Source: an optimization exercise on an open RTL-to-GDS flow (aim: small area, a short achievable clock period and few clock cycles per item). Production flows keep margins and buffers that such runs may drop. In this exercise RTL edits were held to simulation tests only and were not proved equivalent to the original.

==> inputs of build 50 <==
==> flow/design.v <==
module muldiv_seq #(
  parameter int W  = 64,
  parameter int CW = 7
) (
  input  logic         clk,
  input  logic         rst,
  input  logic         start,
  input  logic         op_div,
  input  logic         op_signed,
  input  logic         op_dword,
  input  logic [W-1:0] rs,
  input  logic [W-1:0] rt,
  input  logic         rd_hilo,
  input  logic         wr_hi,
  input  logic         wr_lo,
  input  logic [W-1:0] wdata,
  input  logic         kill,
  output logic         busy,
  output logic         done,
  output logic         stall,
  output logic [W-1:0] hi,
  output logic [W-1:0] lo
);
  typedef enum logic [2:0] {IDLE, MUL, NORM, DIV, FIX} state_t;
  state_t        state, nstate;
  logic [4:0]    cnt;
  logic          div_r, dw_r, neg_lo, neg_hi;
  logic [64:0]   a_r;         
  logic [63:0]   b_r;         
  logic          bprev_r;     
  logic          corr_r;      
  logic [66:0]   s_r, c_r;    
  logic [1:0]    cin_r;       
  logic [63:0]   pl_r;        
  logic        sa_in, sb_in;
  logic [64:0] xa_in;
  logic [63:0] ma_in, xb_in, mb_in;
  always_comb begin
    sa_in  = op_signed && (op_dword ? rs[63] : rs[31]);
    sb_in  = op_signed && (op_dword ? rt[63] : rt[31]);
    xa_in  = op_dword ? {sa_in, rs} : {{33{sa_in}}, rs[31:0]};
    xb_in  = op_dword ? rt : {{32{sb_in}}, rt[31:0]};
    ma_in  = sa_in ? (~xa_in[63:0] + 64'd1) : xa_in[63:0];
    mb_in  = (sb_in && op_div) ? (~xb_in + 64'd1) : xb_in;
  end
  function automatic logic [149:0] csa(input logic [74:0] x, input logic [74:0] y,
                                       input logic [74:0] z);
    logic [74:0] m;
    m   = (x & y) | (x & z) | (y & z);
    csa = {x ^ y ^ z, m[73:0], 1'b0};
  endfunction
  logic [8:0]  bb;
  logic [3:0]  bneg, bone, btwo;
  logic [65:0] by [4];
  logic [74:0] rw [4];
  logic [74:0] t1s, t1c, t2s, t2c, t3s_m, t3c_m, ms, mc;
  logic [6:0]  nvec;
  logic [9:0]  mlow;
  always_comb begin
    bb = {b_r[7:0], bprev_r};
    for (int i = 0; i < 4; i++) begin
      bneg[i] = bb[2*i+2];
      bone[i] = bb[2*i+1] ^ bb[2*i];
      btwo[i] = (bb[2*i+2] & ~bb[2*i+1] & ~bb[2*i]) | (~bb[2*i+2] & bb[2*i+1] & bb[2*i]);
      by[i]   = ({66{bone[i]}} & {a_r[64], a_r}) | ({66{btwo[i]}} & {a_r, 1'b0});
      by[i]   = by[i] ^ {66{bneg[i]}};
      rw[i]   = {8'd0, ~by[i][65], by[i]} << (2 * i);
    end
    nvec = {bneg[3], 1'b0, bneg[2], 1'b0, bneg[1], 1'b0, bneg[0]};
    {t1s, t1c}     = csa({8'd0, s_r}, {8'd0, c_r}, rw[0]);
    {t2s, t2c}     = csa(rw[1], rw[2], rw[3]);
    {t3s_m, t3c_m} = csa(t1s, t1c, t2s);
    {ms, mc}       = csa(t3s_m, t3c_m, t2c);
    mlow = {2'b0, ms[7:0]} + {2'b0, mc[7:0]} + {3'b0, nvec} + {8'd0, cin_r};
  end
  logic [6:0]  lza, lzb, kdiff;
  logic [63:0] smear;
  logic        a_lt_b, b_zero;
  logic [63:0] d_al;
  logic [66:0] r1, r2, r3, t3s, t3c, x3, y3, z3, m3;
  logic [1:0]  qd;
  logic [63:0] rem_n;
  function automatic logic [6:0] lzc64(input logic [63:0] v);
    lzc64 = 7'd64;
    for (int i = 0; i < 64; i++)
      if (v[i]) lzc64 = 7'(63 - i);
  endfunction
  always_comb begin
    lza    = lzc64(s_r[63:0]);
    lzb    = lzc64(b_r);
    kdiff  = lzb - lza;                     
    for (int i = 63; i >= 0; i--)
      smear[i] = (i == 63) ? s_r[63] : (smear[i+1] | s_r[i]);
    a_lt_b = |(b_r & ~smear);               
    b_zero = (b_r == 64'd0);
    d_al   = b_r << {kdiff[5:1], 1'b0};
    r1 = {3'b0, s_r[63:0]} - {3'b0, b_r};
    r2 = {3'b0, s_r[63:0]} - {2'b0, b_r, 1'b0};
    x3 = {3'b0, s_r[63:0]};
    y3 = ~{2'b0, b_r, 1'b0};
    z3 = ~{3'b0, b_r};
    t3s = x3 ^ y3 ^ z3;
    m3  = (x3 & y3) | (x3 & z3) | (y3 & z3);
    t3c = {m3[65:0], 1'b1};
    r3 = t3s + t3c + 67'd1;
    if (!r3[66])      begin qd = 2'd3; rem_n = r3[63:0]; end
    else if (!r2[66]) begin qd = 2'd2; rem_n = r2[63:0]; end
    else if (!r1[66]) begin qd = 2'd1; rem_n = r1[63:0]; end
    else              begin qd = 2'd0; rem_n = s_r[63:0]; end
  end
  localparam logic [63:0] KBIAS = 64'hAAAA_AAAA_AAAA_AAAC;
  logic [63:0] f1, f2, f3, f4, g1s, g1c, g1m, g2s, g2c, g2m, fsum, q_n, res_hi, res_lo;
  always_comb begin
    f1  = div_r ? (s_r[63:0] ^ {64{neg_hi}}) : s_r[63:0];
    f2  = div_r ? 64'd0 : c_r[63:0];
    f3  = (!div_r && corr_r) ? a_r[63:0] : 64'd0;
    f4  = (!div_r && dw_r) ? KBIAS : 64'd0;
    g1s = f1 ^ f2 ^ f3;
    g1m = (f1 & f2) | (f1 & f3) | (f2 & f3);
    g1c = {g1m[62:0], div_r ? neg_hi : cin_r[1]};
    g2s = g1s ^ g1c ^ f4;
    g2m = (g1s & g1c) | (g1s & f4) | (g1c & f4);
    g2c = {g2m[62:0], !div_r && cin_r[0]};
    fsum = g2s + g2c;
    q_n  = neg_lo ? (~pl_r + 64'd1) : pl_r;
    if (!div_r) begin
      res_lo = dw_r ? pl_r : {{32{pl_r[63]}}, pl_r[63:32]};
      res_hi = dw_r ? fsum : {{32{fsum[31]}}, fsum[31:0]};
    end else begin
      res_lo = (state == NORM && b_zero) ? 64'hFFFF_FFFF_FFFF_FFFF :
               dw_r ? q_n : {{32{q_n[31]}}, q_n[31:0]};
      res_hi = dw_r ? fsum : {{32{fsum[31]}}, fsum[31:0]};
    end
  end
  logic fin;
  always_comb begin
    fin = (state == FIX) || ((state == NORM) && (b_zero || a_lt_b));
    nstate = state;
    case (state)
      IDLE: if (start) begin if (op_div) nstate = NORM; else nstate = MUL; end
      MUL:  if (cnt == 5'd0) nstate = FIX;
      NORM: if (b_zero || a_lt_b) nstate = IDLE; else nstate = DIV;
      DIV:  if (cnt == 5'd0) nstate = FIX;
      FIX:  nstate = IDLE;
      default: nstate = IDLE;
    endcase
    if (kill) nstate = IDLE;
    busy  = (state != IDLE);
    done  = fin && !kill;
    stall = busy && (start || rd_hilo || wr_hi || wr_lo);
  end
  always_ff @(posedge clk) begin
    if (rst) state <= IDLE;
    else     state <= nstate;
  end
  always_ff @(posedge clk) begin
    case (state)
      IDLE: begin
        div_r  <= op_div;
        dw_r   <= op_dword;
        neg_lo <= sa_in ^ sb_in;
        neg_hi <= sa_in;
        a_r    <= xa_in;
        b_r    <= mb_in;
        bprev_r <= 1'b0;
        corr_r <= !op_signed && (op_dword ? rt[63] : rt[31]);
        s_r    <= op_div ? {3'b0, ma_in} : 67'd0;
        c_r    <= 67'd0;
        cin_r  <= 2'd0;
        pl_r   <= 64'd0;
        cnt    <= op_dword ? 5'd7 : 5'd3;
      end
      MUL: begin
        s_r   <= ms[74:8];
        c_r   <= mc[74:8];
        cin_r <= mlow[9:8];
        pl_r  <= {mlow[7:0], pl_r[63:8]};
        b_r   <= {8'd0, b_r[63:8]};
        bprev_r <= b_r[7];
        cnt   <= cnt - 5'd1;
      end
      NORM: begin
        b_r  <= d_al;
        cnt  <= kdiff[5:1];
      end
      DIV: begin
        s_r  <= {3'b0, rem_n};
        pl_r <= {pl_r[61:0], qd};
        b_r  <= {2'b0, b_r[63:2]};
        cnt  <= cnt - 5'd1;
      end
      default: ;
    endcase
  end
  always_ff @(posedge clk) begin
    if (rst) begin
      hi <= '0;
      lo <= '0;
    end else if (fin && !kill) begin
      hi <= res_hi;
      lo <= res_lo;
    end else if (state == IDLE) begin
      if (wr_hi) hi <= wdata;
      if (wr_lo) lo <= wdata;
    end
  end
endmodule
==> flow/run.sh <==
#!/bin/bash
# synth_recipe.tcl (not shown) runs the flow's synth.tcl, then flattens the netlist and writes it again
# the make line also repeats each setting of config.mk as NAME=value (left out here)
make -C /OpenROAD-flow-scripts/flow DESIGN_CONFIG=/design/flow/config.mk WORK_HOME=/design/flow/orfs CLKGATE_MAP_FILE= SYNTH_SCRIPT=/design/flow/synth_recipe.tcl finish
==> flow/config.mk <==
export PLATFORM = sky130hd
export DESIGN_NAME = muldiv_seq
export DESIGN_NICKNAME = muldiv_seq
export VERILOG_FILES = /design/flow/design.v
export SDC_FILE = /design/flow/constraint.sdc
export NUM_CORES = 4
export LEC_CHECK = 0
export CAP_MARGIN = 20
export CORE_MARGIN = 2
export CORE_UTILIZATION = 40
export SETUP_SLACK_MARGIN = 5
export SLEW_MARGIN = 20
==> flow/constraint.sdc <==
create_clock -name core_clock -period 10.0 [get_ports {clk}]
set_input_delay 2.0000 -clock core_clock [delete_from_list [all_inputs] [get_ports {clk}]]
set_output_delay 2.0000 -clock core_clock [all_outputs]
set_load 0.01 [all_outputs]
==> inputs of trial 24, as changes to build 50 <==
--- a/flow/design.v
+++ b/flow/design.v
@@ -44,20 +44,21 @@
     mb_in  = (sb_in && op_div) ? (~xb_in + 64'd1) : xb_in;
   end
-  function automatic logic [149:0] csa(input logic [74:0] x, input logic [74:0] y,
-                                       input logic [74:0] z);
-    logic [74:0] m;
+  localparam int TW = 83;     
+  function automatic logic [2*TW-1:0] csa(input logic [TW-1:0] x, input logic [TW-1:0] y,
+                                          input logic [TW-1:0] z);
+    logic [TW-1:0] m;
     m   = (x & y) | (x & z) | (y & z);
-    csa = {x ^ y ^ z, m[73:0], 1'b0};
+    csa = {x ^ y ^ z, m[TW-2:0], 1'b0};
   endfunction
-  logic [8:0]  bb;
-  logic [3:0]  bneg, bone, btwo;
-  logic [65:0] by [4];
-  logic [74:0] rw [4];
-  logic [74:0] t1s, t1c, t2s, t2c, t3s_m, t3c_m, ms, mc;
-  logic [6:0]  nvec;
-  logic [9:0]  mlow;
-  always_comb begin
-    bb = {b_r[7:0], bprev_r};
-    for (int i = 0; i < 4; i++) begin
+  logic [16:0]   bb;
+  logic [7:0]    bneg, bone, btwo;
+  logic [65:0]   by [8];
+  logic [TW-1:0] rw [8];
+  logic [TW-1:0] u1s, u1c, u2s, u2c, u3s, u3c, v1s, v1c, v2s, v2c, w1s, w1c, x1s, x1c, ms, mc;
+  logic [14:0]   nvec;
+  logic [17:0]   mlow;
+  always_comb begin
+    bb = {b_r[15:0], bprev_r};
+    for (int i = 0; i < 8; i++) begin
       bneg[i] = bb[2*i+2];
       bone[i] = bb[2*i+1] ^ bb[2*i];
@@ -65,12 +66,17 @@
       by[i]   = ({66{bone[i]}} & {a_r[64], a_r}) | ({66{btwo[i]}} & {a_r, 1'b0});
       by[i]   = by[i] ^ {66{bneg[i]}};
-      rw[i]   = {8'd0, ~by[i][65], by[i]} << (2 * i);
+      rw[i]   = {16'd0, ~by[i][65], by[i]} << (2 * i);
     end
-    nvec = {bneg[3], 1'b0, bneg[2], 1'b0, bneg[1], 1'b0, bneg[0]};
-    {t1s, t1c}     = csa({8'd0, s_r}, {8'd0, c_r}, rw[0]);
-    {t2s, t2c}     = csa(rw[1], rw[2], rw[3]);
-    {t3s_m, t3c_m} = csa(t1s, t1c, t2s);
-    {ms, mc}       = csa(t3s_m, t3c_m, t2c);
-    mlow = {2'b0, ms[7:0]} + {2'b0, mc[7:0]} + {3'b0, nvec} + {8'd0, cin_r};
+    for (int i = 0; i < 15; i++)
+      nvec[i] = (i % 2 == 0) ? bneg[i/2] : 1'b0;
+    {u1s, u1c} = csa({16'd0, s_r}, {16'd0, c_r}, rw[0]);
+    {u2s, u2c} = csa(rw[1], rw[2], rw[3]);
+    {u3s, u3c} = csa(rw[4], rw[5], rw[6]);
+    {v1s, v1c} = csa(u1s, u1c, u2s);
+    {v2s, v2c} = csa(u2c, u3s, u3c);
+    {w1s, w1c} = csa(v1s, v1c, v2s);
+    {x1s, x1c} = csa(w1s, w1c, v2c);
+    {ms, mc}   = csa(x1s, x1c, rw[7]);
+    mlow = {2'b0, ms[15:0]} + {2'b0, mc[15:0]} + {3'b0, nvec} + {16'd0, cin_r};
   end
   logic [6:0]  lza, lzb, kdiff;
@@ -169,13 +175,13 @@
         cin_r  <= 2'd0;
         pl_r   <= 64'd0;
-        cnt    <= op_dword ? 5'd7 : 5'd3;
+        cnt    <= op_dword ? 5'd3 : 5'd1;
       end
       MUL: begin
-        s_r   <= ms[74:8];
-        c_r   <= mc[74:8];
-        cin_r <= mlow[9:8];
-        pl_r  <= {mlow[7:0], pl_r[63:8]};
-        b_r   <= {8'd0, b_r[63:8]};
-        bprev_r <= b_r[7];
+        s_r   <= ms[82:16];
+        c_r   <= mc[82:16];
+        cin_r <= mlow[17:16];
+        pl_r  <= {mlow[15:0], pl_r[63:16]};
+        b_r   <= {16'd0, b_r[63:16]};
+        bprev_r <= b_r[15];
         cnt   <= cnt - 5'd1;
       end
--- a/flow/config.mk
+++ b/flow/config.mk
@@ -8,5 +8,5 @@
 export CAP_MARGIN = 20
 export CORE_MARGIN = 2
-export CORE_UTILIZATION = 40
-export SETUP_SLACK_MARGIN = 5
+export CORE_UTILIZATION = 60
+export SETUP_SLACK_MARGIN = 4
 export SLEW_MARGIN = 20
==> inputs of trial 5, as changes to build 50 <==
--- a/flow/design.v
+++ b/flow/design.v
@@ -44,20 +44,21 @@
     mb_in  = (sb_in && op_div) ? (~xb_in + 64'd1) : xb_in;
   end
-  function automatic logic [149:0] csa(input logic [74:0] x, input logic [74:0] y,
-                                       input logic [74:0] z);
-    logic [74:0] m;
+  localparam int TW = 83;     
+  function automatic logic [2*TW-1:0] csa(input logic [TW-1:0] x, input logic [TW-1:0] y,
+                                          input logic [TW-1:0] z);
+    logic [TW-1:0] m;
     m   = (x & y) | (x & z) | (y & z);
-    csa = {x ^ y ^ z, m[73:0], 1'b0};
+    csa = {x ^ y ^ z, m[TW-2:0], 1'b0};
   endfunction
-  logic [8:0]  bb;
-  logic [3:0]  bneg, bone, btwo;
-  logic [65:0] by [4];
-  logic [74:0] rw [4];
-  logic [74:0] t1s, t1c, t2s, t2c, t3s_m, t3c_m, ms, mc;
-  logic [6:0]  nvec;
-  logic [9:0]  mlow;
-  always_comb begin
-    bb = {b_r[7:0], bprev_r};
-    for (int i = 0; i < 4; i++) begin
+  logic [16:0]   bb;
+  logic [7:0]    bneg, bone, btwo;
+  logic [65:0]   by [8];
+  logic [TW-1:0] rw [8];
+  logic [TW-1:0] u1s, u1c, u2s, u2c, u3s, u3c, v1s, v1c, v2s, v2c, w1s, w1c, x1s, x1c, ms, mc;
+  logic [14:0]   nvec;
+  logic [17:0]   mlow;
+  always_comb begin
+    bb = {b_r[15:0], bprev_r};
+    for (int i = 0; i < 8; i++) begin
       bneg[i] = bb[2*i+2];
       bone[i] = bb[2*i+1] ^ bb[2*i];
@@ -65,12 +66,17 @@
       by[i]   = ({66{bone[i]}} & {a_r[64], a_r}) | ({66{btwo[i]}} & {a_r, 1'b0});
       by[i]   = by[i] ^ {66{bneg[i]}};
-      rw[i]   = {8'd0, ~by[i][65], by[i]} << (2 * i);
+      rw[i]   = {16'd0, ~by[i][65], by[i]} << (2 * i);
     end
-    nvec = {bneg[3], 1'b0, bneg[2], 1'b0, bneg[1], 1'b0, bneg[0]};
-    {t1s, t1c}     = csa({8'd0, s_r}, {8'd0, c_r}, rw[0]);
-    {t2s, t2c}     = csa(rw[1], rw[2], rw[3]);
-    {t3s_m, t3c_m} = csa(t1s, t1c, t2s);
-    {ms, mc}       = csa(t3s_m, t3c_m, t2c);
-    mlow = {2'b0, ms[7:0]} + {2'b0, mc[7:0]} + {3'b0, nvec} + {8'd0, cin_r};
+    for (int i = 0; i < 15; i++)
+      nvec[i] = (i % 2 == 0) ? bneg[i/2] : 1'b0;
+    {u1s, u1c} = csa({16'd0, s_r}, {16'd0, c_r}, rw[0]);
+    {u2s, u2c} = csa(rw[1], rw[2], rw[3]);
+    {u3s, u3c} = csa(rw[4], rw[5], rw[6]);
+    {v1s, v1c} = csa(u1s, u1c, u2s);
+    {v2s, v2c} = csa(u2c, u3s, u3c);
+    {w1s, w1c} = csa(v1s, v1c, v2s);
+    {x1s, x1c} = csa(w1s, w1c, v2c);
+    {ms, mc}   = csa(x1s, x1c, rw[7]);
+    mlow = {2'b0, ms[15:0]} + {2'b0, mc[15:0]} + {3'b0, nvec} + {16'd0, cin_r};
   end
   logic [6:0]  lza, lzb, kdiff;
@@ -169,13 +175,13 @@
         cin_r  <= 2'd0;
         pl_r   <= 64'd0;
-        cnt    <= op_dword ? 5'd7 : 5'd3;
+        cnt    <= op_dword ? 5'd3 : 5'd1;
       end
       MUL: begin
-        s_r   <= ms[74:8];
-        c_r   <= mc[74:8];
-        cin_r <= mlow[9:8];
-        pl_r  <= {mlow[7:0], pl_r[63:8]};
-        b_r   <= {8'd0, b_r[63:8]};
-        bprev_r <= b_r[7];
+        s_r   <= ms[82:16];
+        c_r   <= mc[82:16];
+        cin_r <= mlow[17:16];
+        pl_r  <= {mlow[15:0], pl_r[63:16]};
+        b_r   <= {16'd0, b_r[63:16]};
+        bprev_r <= b_r[15];
         cnt   <= cnt - 5'd1;
       end
==> flow_summary.toml <==
[finish]
multi_input_area_mm2 = 0.0571

[outcome]
status = "complete, no violations"

[route]
wl_met2_um = 142000

[synth]
synthDistinctLibCells = 101
-- figures above: trial 24

==> flow_summary.toml <==
[outcome]
status = "complete, no violations"

[finish]
multi_input_area_mm2 = 0.0619

[route]
wl_met2_um = 166000

[synth]
synthDistinctLibCells = 101
-- figures above: trial 5

==> flow_summary.toml <==
[outcome]
status = "complete, no violations"

[grt]
antenna_found_initial = 12

[finish]
final_cell_mix = "nand2_1, buf_4, nor2_1"
multi_input_area_mm2 = 0.0492

[critical_path]
worstSetupPathDepth = 25
crit_start = "b_r[2]"

[synth]
synthDistinctLibCells = 90

[route]
wl_met2_um = 128000
-- figures above: build 50

Testbench counts of build 50, summed over its fixed seeds: cycles 24,054, ops 3,200.
Testbench counts of trial 24, summed over its fixed seeds: cycles 18,100, ops 3,200.
Testbench counts of trial 5, summed over its fixed seeds: cycles 18,100, ops 3,200.

## afterwards: timing with drivers on the ports
The results above use ideal ports. As a check the final layouts listed here were re-extracted and re-timed, cells and wires unchanged. Step 1 sets driving cells, clkbuf_16 on the clock port and buf_2 on the other inputs (assumed; they add their load-dependent delay and slew). Step 2 adds t to the input delays and takes it off the output delays; t is the mean of the earliest and latest rising clock arrival at the registers after step 1. Input paths then give back, and output paths get back, about the clock's delay inside the block. Slacks: ideal ports / drivers / drivers and shift; pairs: ideal ports / drivers.
| run | shift t [ns] | slack for setup (ns) | hold slack, ns | worst setup path after step 2 | clock arrival spread, ns |
|---|---|---|---|---|---|
| build 50 | 0.788 | 4.317 / 4.317 / 3.668 | 0.477 / 0.477 / 0.477 | input to register | 0.037 / 0.037 |
| trial 24 | 0.827 | 3.635 / 3.635 / 3.360 | 0.480 / 0.480 / 0.480 | input to register | 0.064 / 0.064 |
| trial 5 | 0.815 | 3.574 / 3.574 / 3.574 | 0.480 / 0.480 / 0.480 | register to register | 0.072 / 0.072 |
After both steps setup and hold are still met in every run listed. For build 50, which loses most, drivers alone change the setup slack by 0.000 ns; drivers and shift together by -0.649 ns.
